Source: an optimization exercise on an open RTL-to-GDS flow (aim: small area). Production flows keep margins and buffers that such runs may drop. The RTL was checked by simulation tests, not by an equivalence proof against the original design. Power is estimated from default activity; no workload was simulated.

**design/flow/design.v**
```verilog
package shift_reg_pkg;
  localparam int DEPTH  = 64;
  localparam int ADDR_W = $clog2(DEPTH);
  localparam int DATA_W = 16;
  typedef logic [DATA_W-1:0] word_t;
  typedef logic [ADDR_W-1:0] addr_t;
endpackage
module shift_reg_tap_mux
#(
  parameter int dataWidth = 16
) (
  input  logic [shift_reg_pkg::DEPTH-1:0][dataWidth-1:0] taps,
  input  shift_reg_pkg::addr_t                          sel,
  output logic [dataWidth-1:0]                          dout
);
  assign dout = taps[sel];
endmodule
module shift_reg
#(
  parameter int dataWidth = 16
) (
  input  logic                 clk,
  input  logic                 rst,
  input  logic                 shift,
  input  logic [dataWidth-1:0] din,
  input  shift_reg_pkg::addr_t address,
  output logic [dataWidth-1:0] dout
);
  logic [shift_reg_pkg::DEPTH-1:0][dataWidth-1:0] mem;
  always_ff @(posedge clk) begin
    if (rst) begin
      for (int k = 0; k < shift_reg_pkg::DEPTH; k++) begin
        mem[k] <= '0;
      end
    end else if (shift) begin
      mem[0] <= din;
      for (int k = 1; k < shift_reg_pkg::DEPTH; k++) begin
        mem[k] <= mem[k-1];
      end
    end
  end
  shift_reg_tap_mux #(
    .dataWidth(dataWidth)
  ) u_tap_mux (
    .taps(mem),
    .sel (address),
    .dout(dout)
  );
endmodule
```
**design/flow/run.sh**
```bash
#!/bin/bash
# synth_recipe.tcl (not shown) runs the flow's synth.tcl, then flattens the netlist and writes it again
# the make line also repeats each setting of config.mk as NAME=value (left out here)
make -C /OpenROAD-flow-scripts/flow DESIGN_CONFIG=/design/flow/config.mk WORK_HOME=/design/flow/orfs CLKGATE_MAP_FILE= SYNTH_SCRIPT=/design/flow/synth_recipe.tcl finish
```
**design/flow/config.mk**
```make
export PLATFORM = sky130hd
export DESIGN_NAME = shift_reg
export DESIGN_NICKNAME = shift_reg
export VERILOG_FILES = /design/flow/design.v
export SDC_FILE = /design/flow/constraint.sdc
export NUM_CORES = 4
export LEC_CHECK = 0
export CAP_MARGIN = 20
export CORE_MARGIN = 2
export CORE_UTILIZATION = 40
export SLEW_MARGIN = 20
```
**design/flow/constraint.sdc**
```tcl
create_clock -name core_clock -period 7.0 [get_ports {clk}]
set_input_delay 1.4000 -clock core_clock [delete_from_list [all_inputs] [get_ports {clk}]]
set_output_delay 1.4000 -clock core_clock [all_outputs]
set_load 0.01 [all_outputs]
```
==> run notes <==
==> stage by stage <==
step                      hold slack [ps]  instances   util
after detailed placement              481       5258  0.417
after global placement                470       5258  0.417
final                                 495       5451  0.450
after global routing                  514       5450  0.450
after CTS                             488       5449  0.450
after floorplan                       455       4013      -
==> layer usage <==
layer  routed length, um  GRT usage
met1               47600      0.243
met2               41300      0.249
met3                3980     0.0268
met4                2080     0.0495
met5                   0          0
==> power by group <==
part	internal (mW)	leakage [nW]	total (mW)	switching (mW)
registers	5.84	8.25	5.85	0.0110
clock network	3.41	1.79	5.77	2.36
logic	0.294	10.5	0.756	0.462
total	9.54	20.5	12.4	2.83
==> Yosys cell counts <==
library cell	count
clkbuf_1	171
mux4_2	202
o211ai_1	5
mux2i_1	1164
a21oi_1	11
nand2_1	33
inv_1	1
buf_1	61
buf_6	7
and4_1	5
o21a_1	11
a31oi_1	5
a22oi_1	37
a211oi_1	11
buf_8	2
o21ai_0	5
dfxtp_1	1024
a221oi_1	38
nor2b_1	19
buf_4	14
o221ai_1	11
and2_1	2
nand4_1	10
mux2_2	21
buf_2	66
nand2b_1	1
buf_12	7
nor2_1	1052
a221oi_2	17
==> cell type report <==
type	count	area share
multi-input cells	2660	0.448
flip-flops and latches	1024	0.417
clock buffers	163	0.0668
well taps	1476	0.0376
repair buffers	98	0.0231
clock inverters	28	0.00710
inverters	1	0.0000764
diodes	1	0.0000509
==> worst max-delay path, stage by stage <==
cell	delay (ps)
buf_8	320
buf_12	300
buf_12	320
mux4_2	270
mux2i_1	140
a22oi_1	380
o221ai_1	310
a221oi_1	480
clkdlybuf4s50_1	620
==> kinds of logic (layout without fill, tap and decap cells) <==
logic type             after synthesis  after routing  synth area share
muxes                             1387           1387             0.373
and+or+nand+nor                   1122           1122            0.0979
buffers and inverters              329            290            0.0354
DFF                               1024           1024             0.465
AOI/OAI and AO/OA                  151            151            0.0289
other                                0              1                 0
==> how the worst max path moves through the flow <==
stage	start	endpoint	slack (ps)
4_1_cts	address[3]	dout[13]	880
5_1_grt	address[0]	dout[6]	780
3_5_place_dp	address[3]	dout[13]	890
3_3_place_gp	address[3]	dout[13]	880
6_report	address[0]	dout[6]	920
2_1_floorplan	address[0]	dout[0]	2600
==> metrics.md <==
| Metric | Value |
|---|---|
| Max Fclk | 164 MHz |
| I/O pin total | 41 |
| Worst flop-to-flop path startpoint | mem[498]$_SDFFE_PP0P_ |
| Initial Utilization | 0.404 |
| Number of distinct standard cells referenced by the synthesized netlist | 29 |
| Leak Pwr | 20.5 nW |
| Area inside the core boundary | 109,000 um2 |
| Depth of the CTS H-tree | 3 |
| Layout Skew | 40.4 ps |
| Routed length per instance | 17.4 um |
| Routed via count divided by cell count | 5.20 |
| Final setup viols | 0 |
| Vias in the first global route | 26,910 |
| Worst min-delay path startpoint | mem[874]$_SDFFE_PP0P_ |
| Combined area of the multi-input logic cells | 22,000 um2 |
| Register area share after synthesis | 0.465 |
| Startpoint types | input pin |
| Setup TNS | 0 ps |
| Outcome | timing/DRC/antenna clean |
| Cts bufs inserted | 109 |
| Clock transition at the registers of the reported paths | 60 ps |
| Placed standard-cell area | 45,500 um2 |
| Number of placement rows | 121 |
| # fillers | 10,210 |
| Count of cells along the worst register-to-register path | 2 |
| Global-route wire length before repair | 152,000 um |
| Mapped cell area | 44,100 um2 |
| Total track usage | 0.165 |
| Synth warnings | 1 |
| Setup CP Type | input pin to output port |
| Area of the die | 113,000 um2 |
| FF+latch count, synth | 1,024 |
| Total setup buffers inserted after CTS | 0 |
| Number of remaining DRC errors | 0 |
| Clk Tree Root Cell | clkbuf_16 |
| Antenna-violating nets left | 0 |
| Worst-path fanout max | 36 |
| Clock period minus final worst setup slack | 6080 ps |
| Flip-flop count of the largest register, all copies and words added | 1,024 |
| Avg Inst Size Synth | 11.0 um2 |
| Via total after detailed routing | 28,356 |
| Synthesis-to-finish area growth | 11.5% |
| Final worst setup slack | 919 ps |
| Final net count | 3,919 |
| Clock sinks | 1,024 |
| Die outline height | 336 um |
| Placed wire-length estimate after detailed placement | 57,300 um |
| Most common library cell in the layout ignoring fill and taps | mux2i_1 |
| Commonest cells after routing, fill and taps aside | mux2i_1 (1,164), nor2_1 (1,052), dfxtp_1 (1,024) |
| Final GP Congestion | 0.754 |
| Part of the cycle the worst path needs | 0.869 |
| Worst slack at placement | 885 ps |
| Worst r2r dst | mem[514]$_SDFFE_PP0P_ |
| Iteration-0 DRC count of the detailed router | 1,921 |
| Slew at the pin with the worst max-slew slack | 1100 ps |
| Worst path required time | 5600 ps |
| Path type of the worst min-delay path | flop to flop |
| RSZ-0062 raised after global routing | false |
| Port-buffer cells | 40 |
| Max-cap violations | 0 |
| Sum of routed wire length over all layers | 95,000 um |
| Registers with the highest flip-flop counts | mem: 1024 flops |
| Die outline width | 336 um |
| Maximum count of clock buffers along a single path | 3 |
| Top area cells in the synthesized netlist | dfxtp_1 (46%), mux2i_1 (26%), mux4_2 (10%) |
| Worst Path Arrival | 4680 ps |
| Number of cells produced by synthesis | 4,013 |
| TritonCTS clock tree | built |
| Largest net degree at the start of global routing | 212 |
| Largest area contributor in the synthesized netlist | dfxtp_1 |
| Worst supply voltage drop on vdd | 0.218 mV |
| Total power per unit cell area | 252 nW/um2 |
| Proportion of layout cells with a drive suffix above 1 | 0.120 |
| Final hold violations | 0 |
| Post-cts gate resize count | 0 |
| Initial antenna violation count | 0 |
| Area share of the largest cell type after synthesis | 0.465 |
| Total power | 12.4 mW |
| Final Max Tran Viols | 0 |
| Worst slew margin relative to its limit | 0.267 |
| Critical path capture point type | output port |
| Remaining global-route overflow | 0 |
| FF/Latch Area | 20,500 um2 |
| Reg-to-reg setup timing slack | 6180 ps |
| Iteration count of the initial detailed-routing pass | 5 |
| Post-CTS Hold Buffers | 0 |
| Number of instances on the worst hold path | 2 |
| Number of nets in the synthesized netlist | 4,038 |
| Largest register by flop count | mem |
| Worst skew pair latency | 710 ps |
| Final Cell Area | 49,200 um2 |
| Destination of the worst hold path | mem[890]$_SDFFE_PP0P_ |

## afterwards: timing with drivers on the ports
The flow's constraints put no driver on any port. The routed layout listed below was extracted and timed again, unchanged, in two steps. Step 1 assumes that a clkbuf_16 drives the clock port and a buf_2 every other input. Step 2, shift: input delay + t, output delay - t, t = (earliest + latest rising clock arrival at the registers) / 2. This alone moves slack from input paths to output paths. a / b / c = ideal / step 1 / step 2; a / b = the first two.
t, ns: 0.759
setup WS [ns]: 0.919 / 0.862 / 0.862
latest minus earliest clock arrival (ns): 0.050 / 0.050
pins driven straight from the clock port: 1
After both steps this run still meets setup and hold. For this run, drivers alone change the setup slack by -0.057 ns; drivers and shift together by -0.057 ns.
